This is an optimization exercise on Yosys and OpenROAD, whose aim is small area, a short achievable clock period and few clock cycles per item, not a production implementation. The RTL was checked by simulation tests, not by an equivalence proof against the original design.

<file path="design/flow/design.v">
`default_nettype none
package sirc_pkg;
	localparam int VALUE_WIDTH = 32;
	localparam int IN_W        = 32;
	localparam int MAX_RADIX   = 16;
	localparam int NCHARS      = 16;
	localparam int CHAR_W      = 8;
	localparam int CFG_W       = 64;
	localparam int CFG_IDX_W   = 2;
	localparam int RADIX_W     = 5;
	localparam int DIG_W       = $clog2(MAX_RADIX);
	localparam int CHUNK   = 8;
	localparam int NCHUNK  = (VALUE_WIDTH + CHUNK - 1) / CHUNK;
	localparam int MAG_W   = NCHUNK * CHUNK;
	localparam int CIDX_W  = (NCHUNK > 1) ? $clog2(NCHUNK) : 1;
	localparam int NDIG_W  = $clog2(VALUE_WIDTH + 1);
	localparam int STK_W   = VALUE_WIDTH * DIG_W;
	localparam int Q_DEPTH = 2;
	localparam int QPTR_W  = 1;
	localparam int QCNT_W  = 2;
	localparam logic [CHAR_W-1:0] NUL_CHAR   = 8'd0;
	localparam logic [CHAR_W-1:0] PLUS_CHAR  = 8'd43;
	localparam logic [CHAR_W-1:0] MINUS_CHAR = 8'd45;
	localparam logic [CFG_IDX_W-1:0] CFG_CHARS_LOW  = 2'd0;
	localparam logic [CFG_IDX_W-1:0] CFG_CHARS_HIGH = 2'd1;
	localparam logic [CFG_IDX_W-1:0] CFG_RADIX      = 2'd2;
	typedef struct packed {
		logic [NCHARS-1:0][CHAR_W-1:0] chars;
		logic [RADIX_W-1:0]            radix;
	} alpha_t;
	typedef struct packed {
		logic             neg;
		logic [MAG_W-1:0] mag;
	} q_entry_t;
	typedef enum logic [1:0] {
		B_IDLE,
		B_DIV,
		B_SIGN,
		B_EMIT
	} back_state_t;
endpackage
`default_nettype wire
`default_nettype none
import sirc_pkg::*;
module sirc_queue (
	input  wire logic               clk,
	input  wire logic               arst_n,
	input  wire logic               wr,
	input  wire sirc_pkg::q_entry_t din,
	output logic                    full,
	input  wire logic               rd,
	output sirc_pkg::q_entry_t      dout,
	output logic                    empty
);
	logic [MAG_W:0]    mem_q [0:Q_DEPTH-1];
	logic [QPTR_W-1:0] wptr_q;
	logic [QPTR_W-1:0] rptr_q;
	logic [QCNT_W-1:0] cnt_q;
	logic              do_wr;
	logic              do_rd;
	assign full  = (cnt_q == QCNT_W'(Q_DEPTH));
	assign empty = (cnt_q == '0);
	assign do_wr = wr && !full;
	assign do_rd = rd && !empty;
	assign dout  = mem_q[rptr_q];
	always_ff @(posedge clk or negedge arst_n) begin
		if (!arst_n) begin
			wptr_q <= '0;
			rptr_q <= '0;
			cnt_q  <= '0;
		end else begin
			if (do_wr)
				wptr_q <= wptr_q + 1'b1;
			if (do_rd)
				rptr_q <= rptr_q + 1'b1;
			if (do_wr && !do_rd)
				cnt_q <= cnt_q + 1'b1;
			else if (do_rd && !do_wr)
				cnt_q <= cnt_q - 1'b1;
		end
	end
	always_ff @(posedge clk) begin
		if (do_wr)
			mem_q[wptr_q] <= din;
	end
endmodule
`default_nettype wire
`default_nettype none
import sirc_pkg::*;
module sirc_front (
	input  wire logic                   clk,
	input  wire logic                   arst_n,
	input  wire logic                   push,
	input  wire logic [sirc_pkg::IN_W-1:0] value,
	output logic                        full,
	input  wire sirc_pkg::alpha_t       alpha,
	input  wire logic                   q_full,
	output logic                        q_wr,
	output sirc_pkg::q_entry_t          q_din
);
	logic [VALUE_WIDTH-1:0] val_s1;
	logic                   vld_s1;
	logic                   alpha_ok_q;
	logic                   alpha_ok;
	logic                   advance;
	logic                   take;
	logic                   neg;
	logic [VALUE_WIDTH-1:0] mag;
	always_comb begin
		alpha_ok = (alpha.radix >= RADIX_W'(2)) && (alpha.radix <= RADIX_W'(MAX_RADIX));
		for (int i = 0; i < MAX_RADIX; i++) begin
			if (RADIX_W'(i) < alpha.radix) begin
				if (alpha.chars[i] == NUL_CHAR || alpha.chars[i] == PLUS_CHAR ||
				    alpha.chars[i] == MINUS_CHAR)
					alpha_ok = 1'b0;
				for (int j = i + 1; j < MAX_RADIX; j++) begin
					if (RADIX_W'(j) < alpha.radix && alpha.chars[i] == alpha.chars[j])
						alpha_ok = 1'b0;
				end
			end
		end
	end
	assign advance = vld_s1 && (!alpha_ok_q || !q_full);
	assign full    = vld_s1 && !advance;
	assign take    = push && !full;
	assign q_wr    = vld_s1 && alpha_ok_q && !q_full;
	assign neg       = val_s1[VALUE_WIDTH-1];
	assign mag       = neg ? (~val_s1 + 1'b1) : val_s1;
	assign q_din.neg = neg;
	assign q_din.mag = MAG_W'(mag);
	always_ff @(posedge clk or negedge arst_n) begin
		if (!arst_n) begin
			vld_s1     <= 1'b0;
			alpha_ok_q <= 1'b0;
		end else begin
			alpha_ok_q <= alpha_ok;
			if (take)
				vld_s1 <= 1'b1;
			else if (advance)
				vld_s1 <= 1'b0;
		end
	end
	always_ff @(posedge clk) begin
		if (take)
			val_s1 <= value[VALUE_WIDTH-1:0];
	end
endmodule
`default_nettype wire
`default_nettype none
import sirc_pkg::*;
module sirc_back (
	input  wire logic                       clk,
	input  wire logic                       arst_n,
	input  wire sirc_pkg::alpha_t           alpha,
	input  wire logic                       q_empty,
	input  wire sirc_pkg::q_entry_t         q_dout,
	output logic                            q_rd,
	output logic                            empty,
	input  wire logic                       pop,
	output logic [sirc_pkg::CHAR_W-1:0]     character,
	output logic                            last
);
	sirc_pkg::back_state_t state_q;
	sirc_pkg::back_state_t state_nx;
	logic [MAG_W-1:0]    mag_q;
	logic [CIDX_W-1:0]   idx_q;
	logic [DIG_W-1:0]    rem_q;
	logic                neg_q;
	logic [STK_W-1:0]    stack_q;
	logic [NDIG_W-1:0]   ndig_q;
	logic                ovld_q;
	logic [CHAR_W-1:0]   ochar_q;
	logic                olast_q;
	logic [CHUNK-1:0]    cur_chunk;
	logic [CHUNK-1:0]    q_chunk;
	logic [DIG_W-1:0]    rem_new;
	logic [RADIX_W-1:0]  trial;
	logic [MAG_W-1:0]    mag_next;
	logic                mag_zero;
	logic                ld_ok;
	logic                out_ld;
	logic [CHAR_W-1:0]   out_char;
	logic                out_last;
	logic                push_dig;
	logic                pop_dig;
	function automatic logic [CIDX_W-1:0] top_chunk(input logic [MAG_W-1:0] m);
		logic [CIDX_W-1:0] t;
		t = '0;
		for (int c = 0; c < NCHUNK; c++) begin
			if (|m[c*CHUNK +: CHUNK])
				t = CIDX_W'(c);
		end
		top_chunk = t;
	endfunction
	always_comb begin
		cur_chunk = mag_q[idx_q*CHUNK +: CHUNK];
		q_chunk   = '0;
		rem_new   = rem_q;
		trial     = '0;
		for (int k = CHUNK - 1; k >= 0; k--) begin
			trial = RADIX_W'({rem_new, cur_chunk[k]});
			if (trial >= alpha.radix) begin
				q_chunk[k] = 1'b1;
				trial      = trial - alpha.radix;
			end
			rem_new = trial[DIG_W-1:0];
		end
		mag_next = mag_q;
		mag_next[idx_q*CHUNK +: CHUNK] = q_chunk;
	end
	assign mag_zero = (mag_next == '0);
	assign ld_ok    = !ovld_q || pop;
	always_comb begin
		state_nx = state_q;
		unique case (state_q)
			B_IDLE: begin
				if (!q_empty)
					state_nx = B_DIV;
			end
			B_DIV: begin
				if (idx_q == '0 && mag_zero)
					state_nx = neg_q ? B_SIGN : B_EMIT;
			end
			B_SIGN: begin
				if (ld_ok)
					state_nx = B_EMIT;
			end
			B_EMIT: begin
				if (ld_ok && ndig_q == NDIG_W'(1))
					state_nx = B_IDLE;
			end
			default: state_nx = B_IDLE;
		endcase
	end
	always_comb begin
		q_rd     = 1'b0;
		out_ld   = 1'b0;
		out_char = alpha.chars[stack_q[DIG_W-1:0]];
		out_last = 1'b0;
		push_dig = 1'b0;
		pop_dig  = 1'b0;
		unique case (state_q)
			B_IDLE: q_rd = !q_empty;
			B_DIV:  push_dig = (idx_q == '0);
			B_SIGN: begin
				out_ld   = ld_ok;
				out_char = MINUS_CHAR;
			end
			B_EMIT: begin
				out_ld   = ld_ok;
				pop_dig  = ld_ok;
				out_last = (ndig_q == NDIG_W'(1));
			end
			default: q_rd = 1'b0;
		endcase
	end
	always_ff @(posedge clk or negedge arst_n) begin
		if (!arst_n) begin
			state_q <= B_IDLE;
			ovld_q  <= 1'b0;
			ndig_q  <= '0;
		end else begin
			state_q <= state_nx;
			if (out_ld)
				ovld_q <= 1'b1;
			else if (pop)
				ovld_q <= 1'b0;
			if (q_rd)
				ndig_q <= '0;
			else if (push_dig)
				ndig_q <= ndig_q + 1'b1;
			else if (pop_dig)
				ndig_q <= ndig_q - 1'b1;
		end
	end
	always_ff @(posedge clk) begin
		if (q_rd) begin
			mag_q <= q_dout.mag;
			neg_q <= q_dout.neg;
			idx_q <= top_chunk(q_dout.mag);
			rem_q <= '0;
		end else if (state_q == B_DIV) begin
			mag_q <= mag_next;
			if (idx_q != '0) begin
				idx_q <= idx_q - 1'b1;
				rem_q <= rem_new;
			end else begin
				idx_q <= top_chunk(mag_next);
				rem_q <= '0;
			end
		end
		if (push_dig)
			stack_q <= {stack_q[STK_W-DIG_W-1:0], rem_new};
		else if (pop_dig)
			stack_q <= stack_q >> DIG_W;
		if (out_ld) begin
			ochar_q <= out_char;
			olast_q <= out_last;
		end
	end
	assign empty     = !ovld_q;
	assign character = ochar_q;
	assign last      = olast_q;
endmodule
`default_nettype wire
`default_nettype none
import sirc_pkg::*;
module signed_integer_to_custom_radix_digits (
	input  wire logic                             clk,
	input  wire logic                             arst_n,
	input  wire logic                             push,
	output logic                                  full,
	input  wire logic signed [sirc_pkg::IN_W-1:0] value,
	output logic                                  empty,
	input  wire logic                             pop,
	output logic [sirc_pkg::CHAR_W-1:0]           character,
	output logic                                  last,
	input  wire logic                             cfg_we,
	input  wire logic [sirc_pkg::CFG_IDX_W-1:0]   cfg_index,
	input  wire logic [sirc_pkg::CFG_W-1:0]       cfg_data
);
	logic [CFG_W-1:0]   chars_lo_q;
	logic [CFG_W-1:0]   chars_hi_q;
	logic [RADIX_W-1:0] radix_q;
	sirc_pkg::alpha_t alpha;
	logic               q_full;
	logic               q_empty;
	logic               q_wr;
	logic               q_rd;
	sirc_pkg::q_entry_t q_din;
	sirc_pkg::q_entry_t q_dout;
	always_ff @(posedge clk or negedge arst_n) begin
		if (!arst_n) begin
			chars_lo_q <= '0;
			chars_hi_q <= '0;
			radix_q    <= '0;
		end else if (cfg_we) begin
			unique case (cfg_index)
				CFG_CHARS_LOW:  chars_lo_q <= cfg_data;
				CFG_CHARS_HIGH: chars_hi_q <= cfg_data;
				CFG_RADIX:      radix_q    <= cfg_data[RADIX_W-1:0];
				default: ;
			endcase
		end
	end
	assign alpha.chars = {chars_hi_q, chars_lo_q};
	assign alpha.radix = radix_q;
	sirc_front u_front (
		.clk    (clk),
		.arst_n (arst_n),
		.push   (push),
		.value  (value),
		.full   (full),
		.alpha  (alpha),
		.q_full (q_full),
		.q_wr   (q_wr),
		.q_din  (q_din)
	);
	sirc_queue u_queue (
		.clk    (clk),
		.arst_n (arst_n),
		.wr     (q_wr),
		.din    (q_din),
		.full   (q_full),
		.rd     (q_rd),
		.dout   (q_dout),
		.empty  (q_empty)
	);
	sirc_back u_back (
		.clk       (clk),
		.arst_n    (arst_n),
		.alpha     (alpha),
		.q_empty   (q_empty),
		.q_dout    (q_dout),
		.q_rd      (q_rd),
		.empty     (empty),
		.pop       (pop),
		.character (character),
		.last      (last)
	);
endmodule
`default_nettype wire
</file>
<file path="design/flow/run.sh">
#!/bin/bash
# synth_recipe.tcl (not shown) runs the flow's synth.tcl, then flattens the netlist and writes it again
# the make line also repeats each setting of config.mk as NAME=value (left out here)
make -C /OpenROAD-flow-scripts/flow DESIGN_CONFIG=/design/flow/config.mk WORK_HOME=/design/flow/orfs CLKGATE_MAP_FILE= SYNTH_SCRIPT=/design/flow/synth_recipe.tcl finish
</file>
<file path="design/flow/config.mk">
export PLATFORM = sky130hd
export DESIGN_NAME = signed_integer_to_custom_radix_digits
export DESIGN_NICKNAME = signed_integer_to_custom_radix_digits
export VERILOG_FILES = /design/flow/design.v
export SDC_FILE = /design/flow/constraint.sdc
export NUM_CORES = 4
export LEC_CHECK = 0
export CAP_MARGIN = 20
export CORE_MARGIN = 2
export CORE_UTILIZATION = 40
export SLEW_MARGIN = 20
</file>
<file path="design/flow/constraint.sdc">
create_clock -name core_clock -period 12.0 [get_ports {clk}]
set_input_delay 2.4000 -clock core_clock [delete_from_list [all_inputs] [get_ports {clk}]]
set_output_delay 2.4000 -clock core_clock [all_outputs]
set_load 0.01 [all_outputs]
</file>
==> flow_summary.json <==
{
  "wl_per_cell_um": 25.11,
  "synthCells": 3358,
  "synth_largest_area_cell": "edfxtp_1",
  "htreeDepth": 2,
  "cts_buffer_depth": 3,
  "clock_latency_ps": 620,
  "synth.area.mux_share_pct": 9.568,
  "overflow": 0,
  "crit_path_max_incr_delay_ps": 400,
  "drc": 0,
  "final_util_pct": 45.35,
  "yosys.area_share.simple_pct": 14.40,
  "dp_hpwl_mm": 71.70,
  "period_minus_slack_ps": 11400,
  "synth-edff-count": 270,
  "wirelength_mm": 112.0,
  "vias": 26520,
  "synthXorXnorAreaFrac_pct": 27.30,
  "grt_use_total_pct": 26.00,
  "antenna_found_initial": 4,
  "drtIter0Drc": 2937,
  "async_reset_ff_share_pct": 35.07,
  "slowest_stage": "edfxtp_1",
  "grt_pass1_vias": 25970,
  "dr.pass1.iters": 6,
  "die_w_um": 291.1,
  "cap_viol_max_count": 0,
  "setup_viol": 0,
  "synth_area_per_cell_um2": 9.821,
  "grt_pass1_wl_mm": 168.1,
  "clk_pin_slew_ps": 70,
  "yosys-top-cells-area": "edfxtp_1 (25%), xnor2_1 (16%), dfrtp_1 (11%)",
  "crit_fanout": 11,
  "io_pins": 114,
  "portBuffers": 113,
  "ant_nets": 0,
  "postSynthRegisterBits": 422,
  "nFillCells": 7758,
  "end_kind": "register",
  "tns_ps": 0,
  "critPathLaunchType": "register",
  "areaGrowthSynthToFinish_pct": 12.55,
  "outcome": "timing/DRC/antenna clean",
  "synth-seq-area-share_pct": 36.06,
  "ys.flop_type": "edfxtp_1",
  "hp-class": "reg -> reg",
  "fin_crit_sh_pct": 95.03,
  "nNetsFinal": 3511,
  "grt_max_degree": 108,
  "hold_violations": 0,
  "syn_nets": 3525,
  "synth-adder-area-share_pct": 2.610,
  "drv_slew": 0,
  "cts_root_buf": "clkbuf_16",
  "dpl_cell_area_um2": 35360,
  "core_um2": 81850,
  "drive_above_1_share_pct": 14.78,
  "dp.cells": 4362,
  "synth_cell_types": 69,
  "yosysWarnings": 4,
  "numCtsBuffers": 48,
  "yosysTopAreaCellShare_pct": 24.58,
  "cts_tree": "done",
  "crit_type": "reg -> reg",
  "die_y_um": 291.1,
  "synth_area_um2": 32980,
  "initial_core_util_pct": 40.30,
  "timing.critical_path.mode_cell": "ha_1",
  "clock_skew_ps": 28.09,
  "synth_top_family_by_area": "XOR/XNOR gates",
  "cp.arrival_ps": 11750,
  "fmax_ghz": 0.08769,
  "synth_compound_area_share_pct": 5.391,
  "worst_pin_slew_ps": 1251,
  "routabilityCongestion": 1.010,
  "required_ps": 12340,
  "cts.sinks": 422,
  "max_slew_margin_pct": 15.82,
  "dieArea_um2": 84760,
  "routed_via_density": 5.948,
  "num_rows": 105,
  "fin_area_um2": 37120,
  "final_cells": 4458
}
==> layer usage <==
metal	global-route usage [%]	up-vias	wire length (um)
li1	-	11680	-
met2	38.69	1556	47320
met3	7.063	433	12250
met5	0	-	8
met4	14.46	2	7017
met1	34.17	12850	45360
==> worst max-delay path, delay by kind of cell, from the launching register on <==
kind / cells / cell delay, ps
multiplexers: 5 / 1790
flip-flops: 1 / 400
buffers and inverters: 5 / 700
adder cells (fa/ha/maj): 8 / 2290
AND/OR/NAND/NOR: 5 / 820
AO/OA/AOI/OAI: 27 / 5120
==> flip-flops by register name (all words and copies together) (netlist names), 4 cells and up <==
register        cells
u_back.stack_q    128
u_queue.mem_q      66
u_back.rem_q        4
u_back.ndig_q       6
u_back.mag_q       32
u_back.ochar_q      8
chars_hi_q         64
radix_q             5
chars_lo_q         64
u_front.val_s1     32
==> synthesized netlist by cell type (5+ instances only) <==
cell type and n:
o21a_1 5, nand3_1 43, buf_1 113, nand4_1 159, a21o_1 9, inv_1 35, mux2_2 154, mux4_2 44
o41ai_1 7, o21ai_0 42, o22ai_1 6, or4_1 21, and3_1 9, a31oi_1 28, or2_2 7, nor4_1 128
a41oi_1 8, xor2_1 417, xnor2_1 611, mux2i_1 43, and2_1 5, buf_2 83, or3_1 6, nand2b_1 6
clkbuf_1 150, fa_1 8, edfxtp_1 270, o31ai_1 12, a21oi_1 63, nor3_1 80, a221oi_1 31, ha_1 56
nand2_1 412, dfrtp_1 148, a22oi_1 5, nor2b_1 8, nor2_1 58
==> through the flow <==
step / hold WS [ps] / setup slack (ps)
global route: 511.8 / -87.21
detailed placement: 485.6 / -158.1
global placement: 483.0 / -13.82
finish: 500.4 / 596.0
floorplan: 456.3 / 149.1
CTS: 502.2 / 58.63
==> cell usage in the layout (no fill, tap or decap), drive strengths merged, types with 7 or more instances in the layout <==
cell type | synthesis | layout
nand2b | 7 | 7
or4 | 23 | 23
inv | 35 | 38
edfxtp | 270 | 270
ha | 56 | 56
or2 | 9 | 9
clkbuf | 150 | 58
mux4 | 44 | 44
nor4 | 128 | 128
and3 | 9 | 9
nand2 | 412 | 412
nor2 | 58 | 58
o21ai | 44 | 44
buf | 196 | 170
xor2 | 417 | 417
a21oi | 63 | 63
a221oi | 31 | 31
a31oi | 29 | 29
dfrtp | 148 | 148
clkinv | 2 | 21
fa | 8 | 8
o41ai | 9 | 9
nor2b | 8 | 8
clkdlybuf4s50 | 0 | 112
or3 | 11 | 11
a41oi | 8 | 8
nor3 | 80 | 80
a21o | 9 | 9
xnor2 | 611 | 611
mux2 | 154 | 154
nand3 | 43 | 43
o31ai | 13 | 13
nand4 | 159 | 159
mux2i | 43 | 43
==> cell families (layout without fill, tap and decap cells) <==
group | Yosys count | in the layout
AOI/OAI and AO/OA | 261 | 261
DFF | 422 | 422
and+or+nand+nor | 959 | 959
muxes | 241 | 241
buffers and inverters | 383 | 409
adders and majority gates | 64 | 64
other | 0 | 4
xor gates and xnor gates | 1028 | 1028
==> path summary, 6_finish.rpt <==
check                                       start                   to  slack (ps)  depth (start not counted)
worst max register to register    u_back.idx_q[1]      u_back.idx_q[0]         600                         50
min in group asynchronous                  arst_n       chars_hi_q[43]        1640                          1
worst min-delay path            u_front.val_s1[0]  u_queue.mem_q[1][0]         500                          0
worst max-delay path              u_back.idx_q[1]      u_back.idx_q[0]         600                         50
max in group asynchronous                  arst_n       chars_lo_q[16]        9140                          2
worst min register to register  u_front.val_s1[0]  u_queue.mem_q[1][0]         500                          0
==> repair_timing <==
item	4_1_cts	5_1_grt
resized for setup	2	21
hold buffers	0	0
pin swaps	0	2
buffers inserted	0	2
setup endpoints to repair	3	15
==> area by class of cell <==
type	instances	area, um^2	share of cell area [%]
flip-flops and latches	422	11900	32.05
clock inverters	32	362.8	0.9776
inverters	37	143.9	0.3876
repair buffers	282	2425	6.533
clock buffers	58	1249	3.364
diodes	4	10.01	0.02697
well taps	1070	1339	3.607
multi-input cells	2553	19690	53.05
Testbench counts, summed over its fixed seeds: cycles 123,605, items 4,096.

[static timing again, ports no longer ideal]
The results above use ideal ports. As a check the final layout listed here was re-extracted and re-timed, cells and wires unchanged.
Step 1 (the two cells are an assumption about what drives the block):
set clk [get_ports {clk}]
set_driving_cell -lib_cell sky130_fd_sc_hd__clkbuf_16 $clk
set_driving_cell -lib_cell sky130_fd_sc_hd__buf_2 [delete_from_list [all_inputs] $clk]
Step 2, shift: input delay + t, output delay - t, t = (earliest + latest rising clock arrival at the registers) / 2. This alone moves slack from input paths to output paths.
Slacks: ideal ports / drivers / drivers and shift; pairs: ideal ports / drivers.
shift t [ns]: 0.672
slack for setup (ns): 0.596 / 0.596 / 0.596
clock arrival spread, ns: 0.033 / 0.033
After both steps this run still meets setup and hold. The setup slack of this run moves by 0.000 ns with the drivers and by 0.000 ns with both steps.
